Source: an optimization exercise on an open RTL-to-GDS flow (aim: small area and a short achievable clock period). Production flows keep margins and buffers that such runs may drop. The RTL was checked by simulation tests, not by an equivalence proof against the original design. In every run shown here, the design's own scripts or RTL, not TritonCTS, make the clock network. The clock input has no modelled driver; a real chip could not lean on it and would need a root buffer or a full tree. Power figures rest on the tool's default switching activity, not on a simulated workload.

--- design.v ---
package mcdf_core_pkg;
    localparam int unsigned ADDR_WIDTH     = 8;
    localparam int unsigned CMD_DATA_WIDTH = 32;
    localparam int unsigned CH_DATA_WIDTH  = 32;
    localparam int unsigned FIFO_DEPTH     = 32;
    localparam int unsigned NUM_CH         = 3;
    localparam int unsigned CNT_WIDTH      = $clog2(FIFO_DEPTH) + 1;
    localparam int unsigned LEN_WIDTH      = 6;
    localparam int unsigned CHID_WIDTH     = 2;
    localparam int unsigned CTRL_WIDTH     = 6;
    typedef enum logic [1:0] {
        CMD_IDLE  = 2'b00,
        CMD_READ  = 2'b01,
        CMD_WRITE = 2'b10
    } cmd_e;
    localparam logic [ADDR_WIDTH-1:0] ADDR_CTRL_BASE   = 8'h00;
    localparam logic [ADDR_WIDTH-1:0] ADDR_MARGIN_BASE = 8'h10;
    localparam logic [ADDR_WIDTH-1:0] ADDR_STRIDE      = 8'h04;
    localparam logic [CMD_DATA_WIDTH-1:0] CTRL_RST_VAL = 32'h0000_0007;
    typedef struct packed {
        logic [2:0] len_code;
        logic [1:0] prio;
        logic       en;
    } ctrl_reg_t;
    typedef enum logic [1:0] {
        FMT_IDLE,
        FMT_REQ,
        FMT_SEND,
        FMT_GAP
    } fmt_state_e;
    function automatic logic [LEN_WIDTH-1:0] pkt_len(input logic [2:0] code);
        case (code)
            3'd0:    pkt_len = 6'd4;
            3'd1:    pkt_len = 6'd8;
            3'd2:    pkt_len = 6'd16;
            default: pkt_len = 6'd32;
        endcase
    endfunction
    function automatic logic [ADDR_WIDTH-1:0] reg_addr(input logic [ADDR_WIDTH-1:0] base,
                                                       input int unsigned idx);
        reg_addr = base + ADDR_WIDTH'(idx) * ADDR_STRIDE;
    endfunction
endpackage
import mcdf_core_pkg::*;
module chnl_fifo
#(
    parameter int unsigned DEPTH = FIFO_DEPTH,
    parameter int unsigned WIDTH = CH_DATA_WIDTH
) (
    input  logic                          clk_i,
    input  logic                          rstn_i,
    input  logic                          push,        
    input  logic                          pop,         
    input  logic [DEPTH-1:0]              rd_oh,       
    input  logic [WIDTH-1:0]              wdata,
    output logic [DEPTH/8-1:0][WIDTH-1:0] rdata_part,  
    output logic [$clog2(DEPTH)-1:0]      rd_ptr,      
    output logic [$clog2(DEPTH):0]        free,        
    output logic                          free_is0,    
    output logic                          free_is1
);
    localparam int unsigned AW = $clog2(DEPTH);
    localparam int unsigned CW = AW + 1;
    localparam int unsigned HW = DEPTH / 4;
    logic [DEPTH-1:0][WIDTH-1:0] mem_q;
    logic [AW-1:0]    rd_ptr_q;
    logic [3:0]       wr_lo_q;               
    logic [HW-1:0]    wr_hi_q;               
    logic             full_q;                
    logic [CW-1:0]    free_q, free_inc, free_dec;
    logic [DEPTH-1:0] we;
    assign free   = free_q;
    assign rd_ptr = rd_ptr_q;
    mcdf_cnt_flags #(.CW(CW)) u_flags (.cnt(free_q), .is0(), .is1(free_is1));
    assign free_is0 = full_q;
    mcdf_incdec #(.W(CW)) u_free (.x(free_q), .inc(free_inc), .dec(free_dec));
    for (genvar k = 0; k < DEPTH; k++) begin : g_word
        assign we[k] = !full_q && wr_hi_q[k/4] && wr_lo_q[k%4];
        always_ff @(posedge clk_i) begin
            if (we[k]) mem_q[k] <= wdata;
        end
    end
    logic [DEPTH/2-1:0][WIDTH-1:0] pair_n;
    for (genvar k = 0; k < DEPTH / 2; k++) begin : g_pair
        for (genvar b = 0; b < WIDTH; b++) begin : g_bit
            mcdf_aoi22 u_aoi (.a(rd_oh[2*k]), .b(mem_q[2*k][b]), .c(rd_oh[2*k+1]),
                              .d(mem_q[2*k+1][b]), .y(pair_n[k][b]));
        end
    end
    for (genvar g = 0; g < DEPTH / 8; g++) begin : g_grp
        for (genvar b = 0; b < WIDTH; b++) begin : g_bit
            mcdf_nand4 u_nand (.a(pair_n[4*g][b]), .b(pair_n[4*g+1][b]), .c(pair_n[4*g+2][b]),
                               .d(pair_n[4*g+3][b]), .y(rdata_part[g][b]));
        end
    end
    always_ff @(posedge clk_i or negedge rstn_i) begin
        if (!rstn_i) begin
            wr_lo_q  <= 4'b0001;
            wr_hi_q  <= HW'(1);
            rd_ptr_q <= '0;
            free_q   <= CW'(DEPTH);
            full_q   <= 1'b0;
        end else begin
            if (push) begin
                wr_lo_q <= {wr_lo_q[2:0], wr_lo_q[3]};
                if (wr_lo_q[3]) wr_hi_q <= {wr_hi_q[HW-2:0], wr_hi_q[HW-1]};
            end
            full_q <= !pop && (full_q || (free_is1 && push));
            if (pop)  rd_ptr_q <= rd_ptr_q + AW'(1);
            if (push && !pop) free_q <= free_dec;
            if (pop && !push) free_q <= free_inc;
        end
    end
endmodule
module mcdf_cnt_flags #(parameter int unsigned CW = 6) (
    input  logic [CW-1:0] cnt,
    output logic          is0,
    output logic          is1
);
    assign is0 = (cnt == '0);
    assign is1 = (cnt == CW'(1));
endmodule
module mcdf_incdec #(parameter int unsigned W = 6) (
    input  logic [W-1:0] x,
    output logic [W-1:0] inc,
    output logic [W-1:0] dec
);
    assign inc = x + W'(1);
    assign dec = x - W'(1);
endmodule
module mcdf_aoi22 (
    input  logic a, b, c, d,
    output logic y
);
    assign y = !((a && b) || (c && d));
endmodule
module mcdf_nand4 (
    input  logic a, b, c, d,
    output logic y
);
    assign y = !(a && b && c && d);
endmodule
module mcdf_nor3 (
    input  logic a, b, c,
    output logic y
);
    assign y = !(a || b || c);
endmodule
module mcdf_aoi41 (
    input  logic a, b, c, d, e_n,
    output logic y
);
    assign y = !(e_n || (a && b && c && d));
endmodule
import mcdf_core_pkg::*;
module multi_chnl_data_fmt
(
    input  logic                      clk_i,
    input  logic                      rstn_i,
    input  logic [1:0]                cmd_i,
    input  logic [ADDR_WIDTH-1:0]     cmd_addr_i,
    input  logic [CMD_DATA_WIDTH-1:0] cmd_data_i,
    output logic [CMD_DATA_WIDTH-1:0] cmd_data_o,
    input  logic [CH_DATA_WIDTH-1:0]  ch0_data_i,
    input  logic [CH_DATA_WIDTH-1:0]  ch1_data_i,
    input  logic [CH_DATA_WIDTH-1:0]  ch2_data_i,
    input  logic                      ch0_vld_i,
    input  logic                      ch1_vld_i,
    input  logic                      ch2_vld_i,
    output logic                      ch0_ready_o,
    output logic                      ch1_ready_o,
    output logic                      ch2_ready_o,
    input  logic                      fmt_grant_i,
    output logic [CHID_WIDTH-1:0]     fmt_chid_o,
    output logic                      fmt_req_o,
    output logic [LEN_WIDTH-1:0]      fmt_length_o,
    output logic [CH_DATA_WIDTH-1:0]  fmt_data_o,
    output logic                      fmt_start_o,
    output logic                      fmt_end_o
);
    localparam int unsigned AW = $clog2(FIFO_DEPTH);
    localparam int unsigned NG = FIFO_DEPTH / 8;
    logic [CH_DATA_WIDTH-1:0]  ch_data   [NUM_CH];
    logic [NG-1:0][CH_DATA_WIDTH-1:0] fifo_rd [NUM_CH];
    logic [NG-1:0][CH_DATA_WIDTH-1:0] grp_n;
    logic [CNT_WIDTH-1:0]      fifo_free [NUM_CH];
    logic [AW-1:0]             fifo_rptr [NUM_CH];
    logic [FIFO_DEPTH-1:0]     sel_q     [NUM_CH];   
    logic [NUM_CH-1:0]         ch_vld, free_is0, free_is1;
    logic [NUM_CH-1:0]         fifo_push, fifo_pop, ctrl_hit;
    logic [NUM_CH-1:0]         ready_q, chid_oh_q, req_q, win_c;
    logic [CTRL_WIDTH-1:0]     ctrl_q    [NUM_CH];   
    logic [CTRL_WIDTH-1:0]     ctrl_d    [NUM_CH];
    logic                      gt01_q, gt02_q, gt12_q;   
    logic [5:0]                rd_data_c, cmd_data_q;
    logic                      st_idle_q, st_req_q, st_send_q, st_gap_q;
    logic [CHID_WIDTH-1:0]     chid_q;
    logic [LEN_WIDTH-1:0]      len_q, win_len_c;
    logic [4:0]                left_q;      
    logic                      more_q;      
    logic                      win_vld_c, pop_c, pop_n_c, load_c;
    logic                      fmt_req_q, fmt_start_q, fmt_end_q;
    logic [CH_DATA_WIDTH-1:0]  fmt_data_q, fmt_data_d;
    function automatic logic [LEN_WIDTH-1:0] len_of_code(input logic [2:0] code);
        case (code)
            3'd0:    len_of_code = 6'd4;
            3'd1:    len_of_code = 6'd8;
            3'd2:    len_of_code = 6'd16;
            default: len_of_code = 6'd32;
        endcase
    endfunction
    function automatic logic le_k(input logic [CNT_WIDTH-1:0] f, input int k);
        logic r;
        r = 1'b1;
        for (int b = 0; b < CNT_WIDTH; b++)
            r = k[b] ? (!f[b] || r) : (!f[b] && r);
        le_k = (k < 0) ? 1'b0 : r;
    endfunction
    function automatic logic has_len_d(input logic [2:0] code, input logic [CNT_WIDTH-1:0] f,
                                       input logic dec, input logic inc);
        logic [3:0] l_dec, l_inc, l_same, l;
        l_dec  = {le_k(f, 1), le_k(f, 17), le_k(f, 25), le_k(f, 29)};
        l_inc  = {1'b0,       le_k(f, 15), le_k(f, 23), le_k(f, 27)};
        l_same = {le_k(f, 0), le_k(f, 16), le_k(f, 24), le_k(f, 28)};
        l = dec ? l_dec : (inc ? l_inc : l_same);
        case (code)
            3'd0:    has_len_d = l[0];
            3'd1:    has_len_d = l[1];
            3'd2:    has_len_d = l[2];
            default: has_len_d = l[3];
        endcase
    endfunction
    function automatic logic prio_gt(input logic [1:0] a, input logic [1:0] b);
        prio_gt = (a[1] && !b[1]) || ((a[1] == b[1]) && a[0] && !b[0]);
    endfunction
    assign ch_data[0] = ch0_data_i;
    assign ch_data[1] = ch1_data_i;
    assign ch_data[2] = ch2_data_i;
    assign ch_vld  = {ch2_vld_i, ch1_vld_i, ch0_vld_i};
    assign ch0_ready_o  = ready_q[0];
    assign ch1_ready_o  = ready_q[1];
    assign ch2_ready_o  = ready_q[2];
    assign cmd_data_o   = {26'b0, cmd_data_q};
    assign fmt_req_o    = fmt_req_q;
    assign fmt_chid_o   = chid_q;
    assign fmt_length_o = len_q;
    assign fmt_data_o   = fmt_data_q;
    assign fmt_start_o  = fmt_start_q;
    assign fmt_end_o    = fmt_end_q;
    assign pop_c   = (st_req_q && fmt_grant_i) || (st_send_q && more_q);
    assign pop_n_c = !pop_c;
    assign load_c  = st_idle_q && win_vld_c;
    for (genvar i = 0; i < NUM_CH; i++) begin : g_ch
        assign fifo_push[i] = ch_vld[i] && ready_q[i];
        assign fifo_pop[i]  = pop_c && chid_oh_q[i];
        assign ctrl_hit[i]  = (cmd_i == CMD_WRITE) &&
                              (cmd_addr_i == (ADDR_CTRL_BASE + ADDR_WIDTH'(i) * ADDR_STRIDE));
        assign ctrl_d[i]    = ctrl_hit[i] ? cmd_data_i[CTRL_WIDTH-1:0] : ctrl_q[i];
        always_ff @(posedge clk_i or negedge rstn_i) begin
            if (!rstn_i) begin
                ready_q[i] <= 1'b1;
                req_q[i]   <= 1'b0;
            end else begin
                ready_q[i] <= ctrl_d[i][0] && !fifo_pop[i]
                              ? !(free_is0[i] || (free_is1[i] && fifo_push[i])) : ctrl_d[i][0];
                req_q[i]   <= ctrl_d[i][0] &&
                              has_len_d(ctrl_d[i][5:3], fifo_free[i],
                                        fifo_push[i] && !fifo_pop[i], fifo_pop[i] && !fifo_push[i]);
            end
        end
        always_ff @(posedge clk_i) begin
            if (load_c)     sel_q[i] <= win_c[i] ? (FIFO_DEPTH'(1) << fifo_rptr[i]) : '0;
            else if (pop_c) sel_q[i] <= {sel_q[i][FIFO_DEPTH-2:0], sel_q[i][FIFO_DEPTH-1]};
        end
        chnl_fifo #(.DEPTH(FIFO_DEPTH), .WIDTH(CH_DATA_WIDTH)) u_fifo (
            .clk_i     (clk_i),
            .rstn_i    (rstn_i),
            .push      (fifo_push[i]),
            .pop       (fifo_pop[i]),
            .rd_oh     (sel_q[i]),
            .wdata     (ch_data[i]),
            .rdata_part(fifo_rd[i]),
            .rd_ptr    (fifo_rptr[i]),
            .free      (fifo_free[i]),
            .free_is0  (free_is0[i]),
            .free_is1  (free_is1[i])
        );
    end
    for (genvar g = 0; g < NG; g++) begin : g_hgrp
        for (genvar b = 0; b < CH_DATA_WIDTH; b++) begin : g_bit
            mcdf_nor3 u_nor (.a(fifo_rd[0][g][b]), .b(fifo_rd[1][g][b]), .c(fifo_rd[2][g][b]),
                             .y(grp_n[g][b]));
        end
    end
    for (genvar b = 0; b < CH_DATA_WIDTH; b++) begin : g_head
        mcdf_aoi41 u_head (.a(grp_n[0][b]), .b(grp_n[1][b]), .c(grp_n[2][b]), .d(grp_n[3][b]),
                           .e_n(pop_n_c), .y(fmt_data_d[b]));
    end
    always_comb begin
        rd_data_c = '0;
        for (int unsigned i = 0; i < NUM_CH; i++) begin
            if (cmd_addr_i == (ADDR_CTRL_BASE + ADDR_WIDTH'(i) * ADDR_STRIDE))
                rd_data_c = ctrl_q[i];
            if (cmd_addr_i == (ADDR_MARGIN_BASE + ADDR_WIDTH'(i) * ADDR_STRIDE))
                rd_data_c = fifo_free[i];
        end
    end
    always_ff @(posedge clk_i or negedge rstn_i) begin
        if (!rstn_i) begin
            for (int unsigned i = 0; i < NUM_CH; i++)
                ctrl_q[i] <= CTRL_RST_VAL[CTRL_WIDTH-1:0];
            gt01_q     <= 1'b0;
            gt02_q     <= 1'b0;
            gt12_q     <= 1'b0;
            cmd_data_q <= '0;
        end else begin
            for (int unsigned i = 0; i < NUM_CH; i++)
                ctrl_q[i] <= ctrl_d[i];
            gt01_q <= prio_gt(ctrl_d[0][2:1], ctrl_d[1][2:1]);
            gt02_q <= prio_gt(ctrl_d[0][2:1], ctrl_d[2][2:1]);
            gt12_q <= prio_gt(ctrl_d[1][2:1], ctrl_d[2][2:1]);
            if (cmd_i == CMD_READ) cmd_data_q <= rd_data_c;
        end
    end
    assign win_c[0]  = req_q[0] && (!req_q[1] || !gt01_q) && (!req_q[2] || !gt02_q);
    assign win_c[1]  = req_q[1] && (!req_q[0] ||  gt01_q) && (!req_q[2] || !gt12_q);
    assign win_c[2]  = req_q[2] && (!req_q[0] ||  gt02_q) && (!req_q[1] ||  gt12_q);
    assign win_vld_c = |req_q;
    always_comb begin
        win_len_c = '0;
        for (int unsigned i = 0; i < NUM_CH; i++)
            if (win_c[i]) win_len_c = win_len_c | len_of_code(ctrl_q[i][5:3]);
    end
    always_ff @(posedge clk_i or negedge rstn_i) begin
        if (!rstn_i) begin
            st_idle_q   <= 1'b1;
            st_req_q    <= 1'b0;
            st_send_q   <= 1'b0;
            st_gap_q    <= 1'b0;
            chid_q      <= '0;
            chid_oh_q   <= 3'b001;
            len_q       <= '0;
            left_q      <= '0;
            more_q      <= 1'b0;
            fmt_req_q   <= 1'b0;
            fmt_start_q <= 1'b0;
            fmt_end_q   <= 1'b0;
            fmt_data_q  <= '0;
        end else begin
            fmt_data_q <= fmt_data_d;    
            if (load_c) begin
                chid_q    <= {win_c[2], win_c[1]};
                chid_oh_q <= win_c;
                len_q     <= win_len_c;
                fmt_req_q <= 1'b1;
                st_idle_q <= 1'b0;
                st_req_q  <= 1'b1;
            end
            if (st_req_q && fmt_grant_i) begin
                fmt_req_q   <= 1'b0;
                fmt_start_q <= 1'b1;
                fmt_end_q   <= 1'b0;
                left_q      <= 5'(len_q - LEN_WIDTH'(1));
                more_q      <= 1'b1;
                st_req_q    <= 1'b0;
                st_send_q   <= 1'b1;
            end
            if (st_send_q) begin
                fmt_start_q <= 1'b0;
                if (more_q) begin
                    fmt_end_q  <= (left_q == 5'd1);
                    left_q     <= left_q - 5'd1;
                    more_q     <= (left_q != 5'd1);
                end else begin
                    fmt_end_q  <= 1'b0;
                    st_send_q  <= 1'b0;
                    st_gap_q   <= 1'b1;
                end
            end
            if (st_gap_q) begin
                st_gap_q  <= 1'b0;
                st_idle_q <= 1'b1;
            end
        end
    end
endmodule
--- flow/run.sh ---
#!/bin/bash
# The standard layout (the standard.sh: ORFS synthesis to finish) with these changes:
#  - the port buffers are built from buf_4 instead of the default buffer (every input and
#    output port still gets its own buffer);
#  - ABC maps the logic for a 1 fF load per output instead of 5, so the read tree's small
#    AND-OR gates come out at drive strength 1; timing repair upsizes what needs it;
#  - after clock_tree_synthesis, flow/post_cts.tcl replaces its three-level clock tree with a
#    balanced two-level one (clk_i -> 4 root clkbuf_16 -> ~25-flop leaf clkbuf_16 clusters),
#    upsizes the read tree's long-wire NAND4s, then repairs setup and hold as ORFS's CTS step
#    would (that step's own repair is skipped).
# Registers and their names are untouched. The make output goes to flow_make.log; ORFS's own
# logs (including the CTS step's, with post_cts.tcl's output) stay under orfs/logs.
set -euo pipefail
bash standard.sh 'BUFFER_PORTS_ARGS=-buffer_cell sky130_fd_sc_hd__buf_4' ABC_LOAD_IN_FF=1 \
    SKIP_CTS_REPAIR_TIMING=1 "POST_CTS_TCL=$PWD/flow/post_cts.tcl" finish > flow_make.log 2>&1
--- flow/mktree.tcl ---
# Build a two-level clock tree: clk_i -> NROOT root clkbuf_16 -> leaf clkbuf_16 -> flops.
proc centroid {its} {
  set sx 0; set sy 0; set n 0
  foreach it $its {
    set b [[$it getInst] getBBox]
    set sx [expr {$sx + ([$b xMin]+[$b xMax])/2}]
    set sy [expr {$sy + ([$b yMin]+[$b yMax])/2}]
    incr n
  }
  return [list [expr {$sx/$n}] [expr {$sy/$n}]]
}
proc split_sorted {lst key parts} {
  # sort by key (0=x,1=y), split into 'parts' near-equal chunks
  set s [lsort -integer -index $key $lst]
  set n [llength $s]; set out {}
  for {set i 0} {$i < $parts} {incr i} {
    set a [expr {($i*$n)/$parts}]; set b [expr {(($i+1)*$n)/$parts - 1}]
    lappend out [lrange $s $a $b]
  }
  return $out
}
proc build_clock_tree {leaf_size ncols nroot_x nroot_y} {
  set block [ord::get_db_block]
  set db [ord::get_db]
  set bufm [$db findMaster sky130_fd_sc_hd__clkbuf_16]
  set clk [$block findNet clk_i]
  set sinks {}
  foreach it [$clk getITerms] {
    set b [[$it getInst] getBBox]
    lappend sinks [list [expr {([$b xMin]+[$b xMax])/2}] [expr {([$b yMin]+[$b yMax])/2}] $it]
  }
  set nsink [llength $sinks]
  set nleaf [expr {($nsink + $leaf_size - 1) / $leaf_size}]
  set per_col [expr {($nleaf + $ncols - 1) / $ncols}]
  # leaves: columns by x, then chunks by y
  set leaves {}
  set li 0
  foreach col [split_sorted $sinks 0 $ncols] {
    set nl [expr {max(1, round(double([llength $col]) / $leaf_size))}]
    foreach grp [split_sorted $col 1 $nl] {
      set its {}; foreach e $grp { lappend its [lindex $e 2] }
      set c [centroid $its]
      set inst [odb::dbInst_create $block $bufm "clktree_leaf_$li"]
      $inst setLocation [lindex $c 0] [lindex $c 1]
      $inst setPlacementStatus PLACED
      set net [odb::dbNet_create $block "clktree_leaf_net_$li"]
      $net setSigType CLOCK
      [$inst findITerm X] connect $net
      foreach it $its { $it disconnect; $it connect $net }
      lappend leaves [list [lindex $c 0] [lindex $c 1] [$inst findITerm A]]
      incr li
    }
  }
  # roots: split leaves into nroot_x columns and nroot_y rows
  set ri 0
  foreach col [split_sorted $leaves 0 $nroot_x] {
    foreach grp [split_sorted $col 1 $nroot_y] {
      set its {}; foreach e $grp { lappend its [lindex $e 2] }
      set c [centroid $its]
      set inst [odb::dbInst_create $block $bufm "clktree_root_$ri"]
      $inst setLocation [lindex $c 0] [lindex $c 1]
      $inst setPlacementStatus PLACED
      set net [odb::dbNet_create $block "clktree_root_net_$ri"]
      $net setSigType CLOCK
      [$inst findITerm X] connect $net
      foreach it $its { $it connect $net }
      [$inst findITerm A] connect $clk
      incr ri
    }
  }
  puts "clock tree: $nsink sinks, $li leaves, $ri roots"
}
--- flow/post_cts.tcl ---
# Replace the clock tree that clock_tree_synthesis built with a two-level one:
# clk_i -> 4 root clkbuf_16 -> leaf clkbuf_16 (about 30 flip-flops each) -> flip-flops.
source [file dirname [info script]]/mktree.tcl
set block [ord::get_db_block]
set clk [$block findNet clk_i]
# collect the tree's buffers and its sinks
set bufs {}
set sinks {}
set todo [list $clk]
while {[llength $todo]} {
  set net [lindex $todo 0]; set todo [lrange $todo 1 end]
  foreach it [$net getITerms] {
    if {[$it isOutputSignal]} { continue }
    set inst [$it getInst]
    set m [[$inst getMaster] getName]
    if {[string match "*df*" $m]} {
      lappend sinks $it
    } else {
      # clock buffers and clock_tree_synthesis's dummy loads
      lappend bufs $inst
      foreach oit [$inst getITerms] {
        if {[$oit isOutputSignal] && [$oit getNet] ne "NULL"} { lappend todo [$oit getNet] }
      }
    }
  }
}
puts "removing [llength $bufs] clock buffers, [llength $sinks] sinks"
foreach inst $bufs {
  foreach it [$inst getITerms] {
    set net [$it getNet]
    if {$net eq "NULL"} { continue }
    $it disconnect
    if {[$it isOutputSignal]} {
      foreach it2 [$net getITerms] { $it2 disconnect }
      odb::dbNet_destroy $net
    }
  }
  odb::dbInst_destroy $inst
}
foreach it $sinks { $it connect $clk }
set kinds {}
foreach it $sinks { lappend kinds [[[$it getInst] getMaster] getName] }
foreach k [lsort -unique $kinds] { puts "sink kind $k [llength [lsearch -all $kinds $k]]" }
build_clock_tree 25 11 2 2
# The read tree's group NAND4s drive the long wires to the cross-channel NOR3s: one size up.
set n 0
foreach inst [$block getInsts] {
  if {[[$inst getMaster] getName] ne "sky130_fd_sc_hd__nand4_1"} { continue }
  set onet [[$inst findITerm Y] getNet]
  if {$onet eq "NULL"} { continue }
  foreach it [$onet getITerms] {
    if {[string match "sky130_fd_sc_hd__nor3_*" [[[$it getInst] getMaster] getName]]} {
      replace_cell [$inst getName] sky130_fd_sc_hd__nand4_2
      incr n
      break
    }
  }
}
puts "upsized $n read-tree nand4"
detailed_placement
estimate_parasitics -placement
repair_timing -setup -setup_margin $::env(SETUP_SLACK_MARGIN) -repair_tns $::env(TNS_END_PERCENT) -match_cell_footprint -verbose
repair_timing -hold -hold_margin 0 -match_cell_footprint -verbose
detailed_placement
check_placement -verbose
report_clock_skew
--- standard.sh ---
#!/bin/bash
# synth_recipe.tcl (not shown) runs the flow's synth.tcl, then flattens the netlist and writes it again
# the make line also repeats each setting of config.mk as NAME=value (left out here)
make -C /OpenROAD-flow-scripts/flow DESIGN_CONFIG=/design/flow/config.mk WORK_HOME=/design/flow/orfs CLKGATE_MAP_FILE= SYNTH_SCRIPT=/design/flow/synth_recipe.tcl "${@:-finish}"
--- config.mk ---
export PLATFORM = sky130hd
export DESIGN_NAME = multi_chnl_data_fmt
export DESIGN_NICKNAME = multi_chnl_data_fmt
export VERILOG_FILES = /design/flow/design.v
export SDC_FILE = /design/flow/constraint.sdc
export NUM_CORES = 4
export LEC_CHECK = 0
export CAP_MARGIN = 20
export CORE_MARGIN = 2
export CORE_UTILIZATION = 55
export CTS_CLUSTER_DIAMETER = 80
export CTS_CLUSTER_SIZE = 30
export SETUP_SLACK_MARGIN = 2.0
export SLEW_MARGIN = 60
export SYNTH_HIERARCHICAL = 1
export SYNTH_MINIMUM_KEEP_SIZE = 0
export TNS_END_PERCENT = 20
--- constraint.sdc ---
create_clock -name core_clock -period 4.0 [get_ports {clk_i}]
set_input_delay 0.8000 -clock core_clock [delete_from_list [all_inputs] [get_ports {clk_i}]]
set_output_delay 0.8000 -clock core_clock [all_outputs]
set_load 0.01 [all_outputs]
==> out/results.ini, run 1 <==
[sta]
period_needed_ps=2231
maxSlewViolCount=0
finalHoldViolCount=0
tns_ps=0
worstMarginPinSlew_ps=665.7
finalSetupViolCount=0
slew_headroom_pct=55.62
timing.hold.ws_ps=277.9
timing.fmax_mhz=448.1
grt_setup_unrepaired=yes
fin_crit_sh_pct=55.79
skew_ps=41.18

[power_and_ir_drop]
p_total_mw=68.85
p_leak_nw=45.49
power.density_nw_per_um2=489.8
ir_drop_mv=0.7356

[clock_tree]
clkTransAtPathRegs_ps=110
cts.sinks=3324
worstSkewPairLatency_ps=760

[grt]
grt_pass1_vias=64510
antenna_found_initial=18
grt_overflow_total=0
grt_usage_pct=33.29
grt_pass1_wl_um=513000
grt_max_degree=57

[place]
gp_congestion=0.8831
dp_hpwl_um=234800
placed_area_um2=128100
dp.cells=9591
io_buffers=167

[layout]
fill_cells=14610
final_nets=7254
drive_above_1_share_pct=25.91
design_area_um2=140600
fin_cells=9954
syn_to_final_growth_pct=17.53

[detailed_routing]
post_drt_via_cell_ratio=6.850
drc_errors=0
via_count=68190
wl_um=375000
post_drt_wl_per_cell_um=37.67
drtPass1Iterations=8
drt_iter0_drc=10100
postRouteAntennaNets=0

[floorplan]
io_pins=222
row_count=171
dieArea_um2=221200
chipWidth_um=470.3
start_util_pct=55.19
die_y_um=470.3
core_region_area_um2=216700

[worst_setup_path]
worst_setup_path_start_kind=flip-flop
path_class=reg2out
crit_path_end_kind=output pin
crit_cells=1
cp_cell_sequence=buf_6
rr_worst_depth=6
crit_buf_inv=1
critPathTopFamily=flip-flops
crit_arrival_ps=1430
critPathMaxStageDelay_ps=590
critPathRequiredTime_ps=3200
cp_slowest_cell=dfstp_2
worstPathMaxFanout=2

[hold_path]
hold_path_class=in2reg
holdPathStages=2

[synthesis]
synthCells=6252
ys_warn_count=19
synth.avg_cell_area_um2=19.13
syn_area_um2=119600

[outcome]
outcome=no timing/DRC/antenna violations

[flow_run]
drv_cap=0

==> metal layers <==
| layer | global-route usage [%] | routed length (µm) | part of all wire, % |
|---|---|---|---|
| met5 | 0 | 73 | 0.019 |
| met4 | 13.73 | 20050 | 5.3 |
| met3 | 5.621 | 37020 | 9.9 |
| met2 | 52.18 | 175900 | 47 |
| met1 | 46.91 | 142000 | 38 |
==> where the power goes <==
part	total [mW]	switching (mW)	leakage [nW]	internal, mW
Sequential	39.6	0.824	30.5	38.8
Combinational	13.5	8.84	13.3	4.66
Clock	15.7	9.77	1.68	5.96
==> per-stage QoR <==
step / worst slack, ps / util (%)
detailed placement: 1106 / 59.12
floorplan: 1430 / -
global placement: 1082 / 57.99
finish: 1769 / 64.86
global route: 1726 / 64.85
==> final cells by class <==
cell class / instances / area (µm²) / share of cell area (%)
antenna: 10 / 25.02 / 0.01780
sequential: 3324 / 99090 / 70.49
tap: 2854 / 3571 / 2.540
multi-input combinational: 2838 / 25930 / 18.44
buffer: 136 / 3403 / 2.421
inverter: 45 / 176.4 / 0.1255
timing repair buffer: 747 / 8386 / 5.965
==> registers in the layout, summed over array words and instances (netlist names), 3 cells and up <==
| signal | cells |
|---|---|
| ready_q | 3 |
| ctrl_q | 18 |
| g_ch.u_fifo.wr_hi_q | 24 |
| left_q | 5 |
| cmd_data_q | 6 |
| chid_oh_q | 3 |
| g_ch.u_fifo.rd_ptr_q | 15 |
| g_ch.u_fifo.wr_lo_q | 12 |
| req_q | 3 |
| g_ch.u_fifo.full_q | 3 |
| fmt_data_q | 32 |
| len_q | 4 |
| g_ch.u_fifo.free_q | 18 |
| g_ch.u_fifo.mem_q | 3072 |
| sel_q | 96 |
==> path summary, 6_finish.rpt <==
kind                              start                   endpoint  slack [ps]
min                         fmt_grant_i                  fmt_req_q         280
max in group asynchronous        rstn_i   g_ch[2].u_fifo.free_q[5]        2490
max reg2reg                sel_q[2][16]             fmt_data_q[28]        1860
min in group asynchronous        rstn_i  g_ch[0].u_fifo.wr_hi_q[3]         610
max                          ready_q[1]                ch1_ready_o        1770
min reg2reg                    st_gap_q                   st_gap_q         470
==> cell usage in the layout (no fill, tap or decap), drive strengths merged, types with 10 or more instances in the layout <==
cell / n
mux2i: 27
a22o: 54
a41oi: 33
buf: 741
dfrtp: 133
inv: 43
dfstp: 23
edfxtp: 3168
nand2: 106
a21oi: 30
conb: 28
nor3: 150
nor2b: 20
xnor2: 20
nand4: 395
a22oi: 1539
xor2: 16
clkbuf: 140
diode: 10
mux2: 50
ha: 18
a32o: 11
nor2: 43
o21ai: 69
and2: 106
nand3: 14
nor3b: 10
==> run 2, diff against run 1 <==
--- a/design.v
+++ b/design.v
@@ -189,5 +189,5 @@
     logic [NUM_CH-1:0]         ch_vld, free_is0, free_is1;
     logic [NUM_CH-1:0]         fifo_push, fifo_pop, ctrl_hit;
-    logic [NUM_CH-1:0]         ready_q, chid_oh_q, req_q, win_c;
+    logic [NUM_CH-1:0]         ready_n_q, ready_c, chid_oh_q, req_q, win_c;
     logic [CTRL_WIDTH-1:0]     ctrl_q    [NUM_CH];   
     logic [CTRL_WIDTH-1:0]     ctrl_d    [NUM_CH];
@@ -238,7 +238,8 @@
     assign ch_data[2] = ch2_data_i;
     assign ch_vld  = {ch2_vld_i, ch1_vld_i, ch0_vld_i};
-    assign ch0_ready_o  = ready_q[0];
-    assign ch1_ready_o  = ready_q[1];
-    assign ch2_ready_o  = ready_q[2];
+    assign ready_c      = ~ready_n_q;
+    assign ch0_ready_o  = ready_c[0];
+    assign ch1_ready_o  = ready_c[1];
+    assign ch2_ready_o  = ready_c[2];
     assign cmd_data_o   = {26'b0, cmd_data_q};
     assign fmt_req_o    = fmt_req_q;
@@ -252,5 +253,5 @@
     assign load_c  = st_idle_q && win_vld_c;
     for (genvar i = 0; i < NUM_CH; i++) begin : g_ch
-        assign fifo_push[i] = ch_vld[i] && ready_q[i];
+        assign fifo_push[i] = ch_vld[i] && ready_c[i];
         assign fifo_pop[i]  = pop_c && chid_oh_q[i];
         assign ctrl_hit[i]  = (cmd_i == CMD_WRITE) &&
@@ -259,9 +260,9 @@
         always_ff @(posedge clk_i or negedge rstn_i) begin
             if (!rstn_i) begin
-                ready_q[i] <= 1'b1;
-                req_q[i]   <= 1'b0;
+                ready_n_q[i] <= 1'b0;
+                req_q[i]     <= 1'b0;
             end else begin
-                ready_q[i] <= ctrl_d[i][0] && !fifo_pop[i]
-                              ? !(free_is0[i] || (free_is1[i] && fifo_push[i])) : ctrl_d[i][0];
+                ready_n_q[i] <= !(ctrl_d[i][0] && !fifo_pop[i]
+                                  ? !(free_is0[i] || (free_is1[i] && fifo_push[i])) : ctrl_d[i][0]);
                 req_q[i]   <= ctrl_d[i][0] &&
                               has_len_d(ctrl_d[i][5:3], fifo_free[i],
--- a/flow/post_cts.tcl
+++ b/flow/post_cts.tcl
@@ -1,4 +1,4 @@
 # Replace the clock tree that clock_tree_synthesis built with a two-level one:
-# clk_i -> 4 root clkbuf_16 -> leaf clkbuf_16 (about 30 flip-flops each) -> flip-flops.
+# clk_i -> 4 root clkbuf_16 -> leaf clkbuf_16 (about 25 flip-flops each) -> flip-flops.
 source [file dirname [info script]]/mktree.tcl
 set block [ord::get_db_block]
==> run 2 against run 1 <==
Still clean on timing, DRC and antenna. Worst hold slack got worse by 31 ps. Cell count increased by 1.2%. Global-route usage increased by 0.71 points. Sequential share of layout area decreased by 0.91 points. Setup slack improved by 5.7 ps. Sequential cell count unchanged. Clock skew decreased by 6.0 ps. Via count increased by 2.0%. Fmax increased by 0.25%. Design area increased by 1.3%. Wire length increased by 2.3%. Critical endpoint is now fmt_data_q[18].
==> out/results.ini, run 2 <==
[sta]
maxSlewViolCount=0
slew_headroom_pct=59.77
grt_setup_unrepaired=yes
fin_crit_sh_pct=55.65
timing.fmax_mhz=449.3
tns_ps=0
period_needed_ps=2226
skew_ps=35.21
finalHoldViolCount=0
finalSetupViolCount=0
worstMarginPinSlew_ps=603.4

[floorplan]
row_count=171
start_util_pct=55.17
die_y_um=470.1
chipWidth_um=470.1
dieArea_um2=220900
io_pins=222
core_region_area_um2=216500

[worst_setup_path]
crit_cells=6
path_class=reg2reg
cp_cell_sequence=buf_12 > buf_6 > a22oi_1 > nand4_4 > nor3_4 > a41oi_4
crit_buf_inv=2
critPathRequiredTime_ps=4570
critPathMaxStageDelay_ps=520
worst_setup_path_start_kind=flip-flop
critPathTopFamily=simple AND/OR/NAND/NOR gates
crit_path_end_kind=flip-flop
rr_worst_depth=6
cp_slowest_cell=edfxtp_1
worstPathMaxFanout=9
crit_arrival_ps=2800

[grt]
grt_pass1_vias=65110
grt_max_degree=65
antenna_found_initial=16
grt_overflow_total=0
grt_pass1_wl_um=521600
grt_usage_pct=34.01

[synthesis]
synthCells=6230
synth.avg_cell_area_um2=19.18
syn_area_um2=119500
ys_warn_count=19

[outcome]
outcome=no timing/DRC/antenna violations

[layout]
final_common_cell=edfxtp_1
final_nets=7380
design_area_um2=142400
final_cell_mix=edfxtp_1 (3168), a22oi_1 (1207), buf_4 (518)
fin_cells=10080
max_flop_register=g_ch.u_fifo.mem_q
reg.largest.list=g_ch.u_fifo.mem_q: 3072 flops, sel_q: 96 flops, fmt_data_q: 32 flops
drive_above_1_share_pct=28.78
largest_reg_flops=3072
syn_to_final_growth_pct=19.23

[detailed_routing]
postRouteAntennaNets=0
drtPass1Iterations=6
drt_iter0_drc=10330
via_count=69570
wl_um=383500
post_drt_via_cell_ratio=6.904
post_drt_wl_per_cell_um=38.06
drc_errors=0

[flow_run]
drv_cap=0

[clock_tree]
clkTransAtPathRegs_ps=120
cts.sinks=3324
worstSkewPairLatency_ps=750

[hold_path]
holdPathStages=2
hold_path_class=in2reg

[place]
dp_hpwl_um=243100
gp_congestion=0.8760
placed_area_um2=128700
dp.cells=9638
io_buffers=167

[power_and_ir_drop]
power.density_nw_per_um2=490.7
ir_drop_mv=0.6525
p_leak_nw=46.29

-- run 2: final timing paths --
kind	startpoint	to	slack, ps
worst min register to register	more_q	st_gap_q	500
worst min-delay path	fmt_grant_i	fmt_req_q	250
worst max register to register	sel_q[0][6]	fmt_data_q[18]	1770
min in group asynchronous	rstn_i	gt01_q	520
max in group asynchronous	rstn_i	fmt_data_q[27]	2550
worst max-delay path	sel_q[0][6]	fmt_data_q[18]	1770
-- run 2: power by group --
part,total [mW],internal (mW),switching (mW)
clock network,15.7,5.96,9.75
logic,14.6,5.32,9.24
registers,39.6,38.8,0.839
-- run 2: metal layers --
layer	vias to the layer above	wire length (µm)	GRT usage, %
met3	463	43270	6.445
met5	-	36	0
met2	3948	176000	51.64
met4	6	17380	12.95
li1	28470	-	-
met1	36680	146800	49.46
-- run 2: area by class of cell --
cell class                 instances  area [µm²]
sequential                      3324       99100
fill                           14450       74090
multi-input combinational       2822       26360
timing repair buffer             889        9813
tap                             2854        3571
buffer                           136        3403
inverter                          45       177.7
antenna                            6       15.01
-- run 2: through the flow --
stage               worst slack, ps  utilization (%)  hold slack [ps]  power [mW]
finish                         1774            65.78            246.8       69.89
global route                   1777            65.78            236.6       71.55
detailed placement            929.3            59.44            474.9       51.10
global placement              969.8            58.12            466.1       50.48
floorplan                      1670                -            409.1       44.82
==> run 3, diff against run 2 <==
--- a/config.mk
+++ b/config.mk
@@ -11,5 +11,5 @@
 export CTS_CLUSTER_DIAMETER = 80
 export CTS_CLUSTER_SIZE = 30
-export SETUP_SLACK_MARGIN = 2.0
+export SETUP_SLACK_MARGIN = 1.9
 export SLEW_MARGIN = 60
 export SYNTH_HIERARCHICAL = 1
==> run 3 against run 2 <==
Clock power is essentially flat. Total power shrank 1.6%. Largest power group unchanged. Via count shrank 0.64%. Critical endpoint is now fmt_data_q[21]. Setup slack lost 4.7 ps. Largest cell class unchanged. Clock skew is essentially flat. Global-route usage shrank 0.44 points. First-iteration DRC count shrank 4.0%. Still clean on timing, DRC and antenna. Sequential power is essentially flat.
==> out/results.ini, run 3 <==
[outcome]
outcome=no timing/DRC/antenna violations

[hold_path]
holdCritStartpoint=fmt_grant_i
hold_path_end=fmt_req_q
holdPathStages=2
hold_path_class=in2reg

[worst_setup_path]
cp_slowest_cell=edfxtp_1
critPathRequiredTime_ps=4640
cp_cell_sequence=buf_12 > buf_4 > a22oi_1 > nand4_1 > buf_4 > nor3_1 > buf_4 > a41oi_1 > buf_4
r2r_end=fmt_data_q[21]
crit_path_end_kind=flip-flop
crit_buf_inv=5
crit_arrival_ps=2870
critPathMaxStageDelay_ps=490
r2r_start=sel_q[0][6]
rr_worst_depth=9
worstPathMaxFanout=13
rrSetupSlack_ps=1770
critPathTopFamily=buffers and inverters
crit_top_cell=buf_4
path_class=reg2reg
worst_setup_path_start_kind=flip-flop

[detailed_routing]
drt_iter0_drc=9921
drc_errors=0
wl_um=378300
drtPass1Iterations=8
post_drt_wl_per_cell_um=37.78
post_drt_via_cell_ratio=6.902
via_count=69120
postRouteAntennaNets=0

[floorplan]
dieArea_um2=220900
die_y_um=470.1
start_util_pct=55.17
row_count=171
core_region_area_um2=216500
io_pins=222
chipWidth_um=470.1

[sta]
timing.fmax_mhz=448.3
skew_ps=35.43
finalSetupViolCount=0
grt_setup_unrepaired=yes
setup_slack_ps=1769
tns_ps=0
fin_crit_sh_pct=55.76
slew_headroom_pct=53.57
period_needed_ps=2231
maxSlewViolCount=0
finalHoldViolCount=0
worstMarginPinSlew_ps=696.5

[power_and_ir_drop]
p_leak_nw=45.46
power.density_nw_per_um2=492.3
ir_drop_mv=0.6503

[layout]
design_area_um2=139700
max_flop_register=g_ch.u_fifo.mem_q
final-seq-area_um2=99090
drive_above_1_share_pct=24.97
final_common_cell=edfxtp_1
fill_cells=14740
syn_to_final_growth_pct=16.96
multiInputGateArea_um2=24750
largest_reg_flops=3072
final_nets=7312
final_cell_mix=edfxtp_1 (3168), a22oi_1 (1402), buf_4 (557)
reg.largest.list=g_ch.u_fifo.mem_q: 3072 flops, sel_q: 96 flops, fmt_data_q: 32 flops

[place]
gp_congestion=0.8760
dp_hpwl_um=243100
pre_cts_ws_ps=929.3
placed_area_um2=128700
io_buffers=167

[flow_run]
drv_cap=0

[synthesis]
ys_warn_count=19
synth.avg_cell_area_um2=19.18
syn_area_um2=119500
synthCells=6230

[grt]
grt_max_degree=65
grt_pass1_vias=64490
antenna_found_initial=19
grt_usage_pct=33.57
grt_overflow_total=0
grt_pass1_wl_um=516500

[clock_tree]
cts.sinks=3324
worstSkewPairLatency_ps=750
clkTransAtPathRegs_ps=110

[run 3: cell count changes in the layout (fill, tap and decap cells not counted), moves of 7 or more]
cell,delta
a41oi_1,+11
a22oi_2,-195
a41oi_2,-11
buf_4,+39
buf_12,-17
nand4_4,-30
nand4_2,+30
nor3_1,+15
buf_6,-74
nor3_2,+7
a22oi_1,+195
buf_8,-8
nor3_4,-22
[run 3: layer usage]
layer / share of wire, % / global-route usage (%)
met2: 46 / 50.46
met5: 0.032 / 0
met4: 4.5 / 13.38
met3: 11 / 5.647
met1: 39 / 49.55
[run 3: layout make-up]
cell class	count	area share, %
tap	2854	2.556
multi-input combinational	2817	17.71
antenna	12	0.02149
timing repair buffer	826	6.224
buffer	136	2.436
inverter	45	0.1254
sequential	3324	70.92
[run 3: worst max-delay path by stage]
stage                     cells after the start          start              to  slack [ps]
after floorplan                               6  cmd_addr_i[1]        req_q[2]        1670
after global placement                        6  cmd_addr_i[6]          gt02_q         970
final                                         9    sel_q[0][6]  fmt_data_q[21]        1770
after global routing                          9    sel_q[0][6]  fmt_data_q[21]        1690
after detailed placement                      6  cmd_addr_i[6]          gt02_q         930
[run 3: where the power goes]
group | leakage (nW) | switching, mW | internal, mW
Combinational | 13.3 | 8.77 | 4.69
Clock | 1.68 | 9.75 | 5.96
Sequential | 30.5 | 0.829 | 38.8
[run 3: through the flow]
step	power, mW	util [%]	std cells	hold slack [ps]
2_1_floorplan	44.82	-	6257	409.1
3_3_place_gp	50.48	58.12	9428	466.1
3_5_place_dp	51.10	59.44	9638	474.9
5_1_grt	70.44	64.52	10000	258.6
6_report	68.78	64.53	10010	267.6
==> run 4, diff against run 3 <==
--- a/config.mk
+++ b/config.mk
@@ -15,3 +15,3 @@
 export SYNTH_HIERARCHICAL = 1
 export SYNTH_MINIMUM_KEEP_SIZE = 0
-export TNS_END_PERCENT = 20
+export TNS_END_PERCENT = 5
==> run 4 against run 3 <==
Still clean. Core utilization is 1.0 points lower. Global-route usage fell by 0.39 points. Design area down 1.6%. Die area stayed put. Synthesized cell count did not move. Wire length fell by 1.7%. Worst hold slack better by 26 ps. Critical path type unchanged. Critical endpoint is now fmt_data_q[15].
==> out/results.ini, run 4 <==
[synthesis]
synthCells=6230
ys_warn_count=19
syn_area_um2=119500
synth.avg_cell_area_um2=19.18

[grt]
grt_usage_pct=33.18
grt_overflow_total=0
grt_pass1_wl_um=510200
grt_max_degree=60
antenna_found_initial=23
grt_pass1_vias=64200

[floorplan]
dieArea_um2=220900
die_y_um=470.1
io_pins=222
start_util_pct=55.17
core_region_area_um2=216500
chipWidth_um=470.1
row_count=171

[worst_setup_path]
crit_arrival_ps=2890
path_class=reg2reg
r2r_start=sel_q[2][11]
worstPathMaxFanout=9
critPathRequiredTime_ps=4560
crit_path_end_kind=flip-flop
worst_setup_path_start_kind=flip-flop
critPathLaunch=sel_q[2][11]

[layout]
max_flop_register=g_ch.u_fifo.mem_q
multiInputGateArea_um2=23860
final-seq-area_um2=99080
fill_cells=14980
final_cell_mix=edfxtp_1 (3168), a22oi_1 (1457), buf_4 (546)
design_area_um2=137500
syn_to_final_growth_pct=15.10
drive_above_1_share_pct=22.31
largest_reg_flops=3072
final_nets=7214
final_common_cell=edfxtp_1
reg.largest.list=g_ch.u_fifo.mem_q: 3072 flops, sel_q: 96 flops, fmt_data_q: 32 flops

[clock_tree]
clkTransAtPathRegs_ps=100
cts.sinks=3324
worstSkewPairLatency_ps=740

[outcome]
outcome=no timing/DRC/antenna violations

[sta]
finalHoldViolCount=0
maxSlewViolCount=0
worstMarginPinSlew_ps=601.0
skew_ps=39.66
fin_crit_sh_pct=58.16
finalSetupViolCount=0
tns_ps=0
grt_setup_unrepaired=yes
timing.fmax_mhz=429.9
slew_headroom_pct=59.93
period_needed_ps=2326

[power_and_ir_drop]
power.density_nw_per_um2=492.7
p_int_mw=48.88
clockPowerShare_pct=23.2
switching_share_pct=27.85
p_leak_nw=44.79
ir_drop_mv=0.7333
power_frac_seq_pct=58.5
p_total_mw=67.75
p_sw_mw=18.87
comb_power_share_pct=18.4

[place]
gp_congestion=0.8750
dp_hpwl_um=239000
io_buffers=167
placed_area_um2=128200

[detailed_routing]
drtPass1Iterations=6
via_count=67590
post_drt_wl_per_cell_um=37.54
post_drt_via_cell_ratio=6.823
drc_errors=0
wl_um=371900
drt_iter0_drc=10080
postRouteAntennaNets=0

[flow_run]
drv_cap=0

[hold_path]
hold_path_class=in2reg
holdCritStartpoint=fmt_grant_i

[run 4: worst paths after layout]
path / to / slack, ps / depth (start not counted)
max in group asynchronous: g_ch[0].u_fifo.wr_lo_q[0] / 2530 / 3
setup reg to reg: fmt_data_q[15] / 1670 / 6
setup / recovery: fmt_data_q[15] / 1670 / 6
min in group asynchronous: cmd_data_q[4] / 550 / 2
hold reg to reg: st_gap_q / 450 / 1
hold / removal: fmt_req_q / 290 / 2
[run 4: area by class of cell]
class / count / share of cell area (%)
sequential: 3324 / 72.06
buffer: 136 / 2.475
multi-input combinational: 2816 / 17.35
antenna: 2 / 0.003640
inverter: 45 / 0.1274
timing repair buffer: 729 / 5.391
tap: 2854 / 2.597
[run 4: power groups by stage]
stage                     Combinational, mW  Clock, mW  Sequential, mW
final                                  12.5       15.7            39.6
after global placement                 9.08          0            41.2
after detailed placement               10.4          0            40.6
after global routing                   13.0       16.8            39.7
after floorplan                        3.44          0            41.4
[run 4: stage by stage]
stage                     worst slack, ps  instances  hold slack [ps]  utilization [%]
after floorplan                      1670       6257            409.1                -
final                                1674       9906            293.3            63.51
after detailed placement             1058       9598            426.7            59.22
after global placement              815.3       9403            431.7            58.01
after global routing                 1710       9905            269.7            63.50
[run 4: critical path: stages, from the launching register on]
cell      delay, ps
edfxtp_1        510
buf_4           190
buf_4           170
a22oi_1         210
nand4_2         360
nor3_2          520
a41oi_1         200
[run 4: routing by layer]
layer / up-vias / track usage (%) / wire, µm
met3: 439 / 7.241 / 41010
li1: 28120 / - / -
met1: 35360 / 46.34 / 139500
met5: - / 0 / 103
met4: 16 / 11.59 / 15810
met2: 3653 / 52.17 / 175500

## what the ideal ports hide
Ports are ideal in the flow. The routed layouts listed here were re-timed in OpenROAD. Step 1 assumes that a clkbuf_16 drives the clock port and a buf_2 every other input. Step 2 adds t to the input delays and takes it off the output delays; t is the mean of the earliest and latest rising clock arrival at the registers after step 1. Input paths then give back, and output paths get back, about the clock's delay inside the block. a / b / c = ideal / step 1 / step 2; a / b = the first two.
run	t, ns	setup WS [ns]	slew at the worst register clock pin (ns)
run 1	0.943	1.769 / 1.561 / 1.190	0.11 / 0.11
run 2	0.934	1.774 / 1.595 / 1.307	0.12 / 0.12
run 3	0.940	1.769 / 1.581 / 1.265	0.12 / 0.12
run 4	0.925	1.674 / 1.594 / 1.111	0.12 / 0.12
After both steps setup and hold are still met in every run listed. For run 1, which loses most, drivers alone change the setup slack by -0.208 ns; drivers and shift together by -0.579 ns.
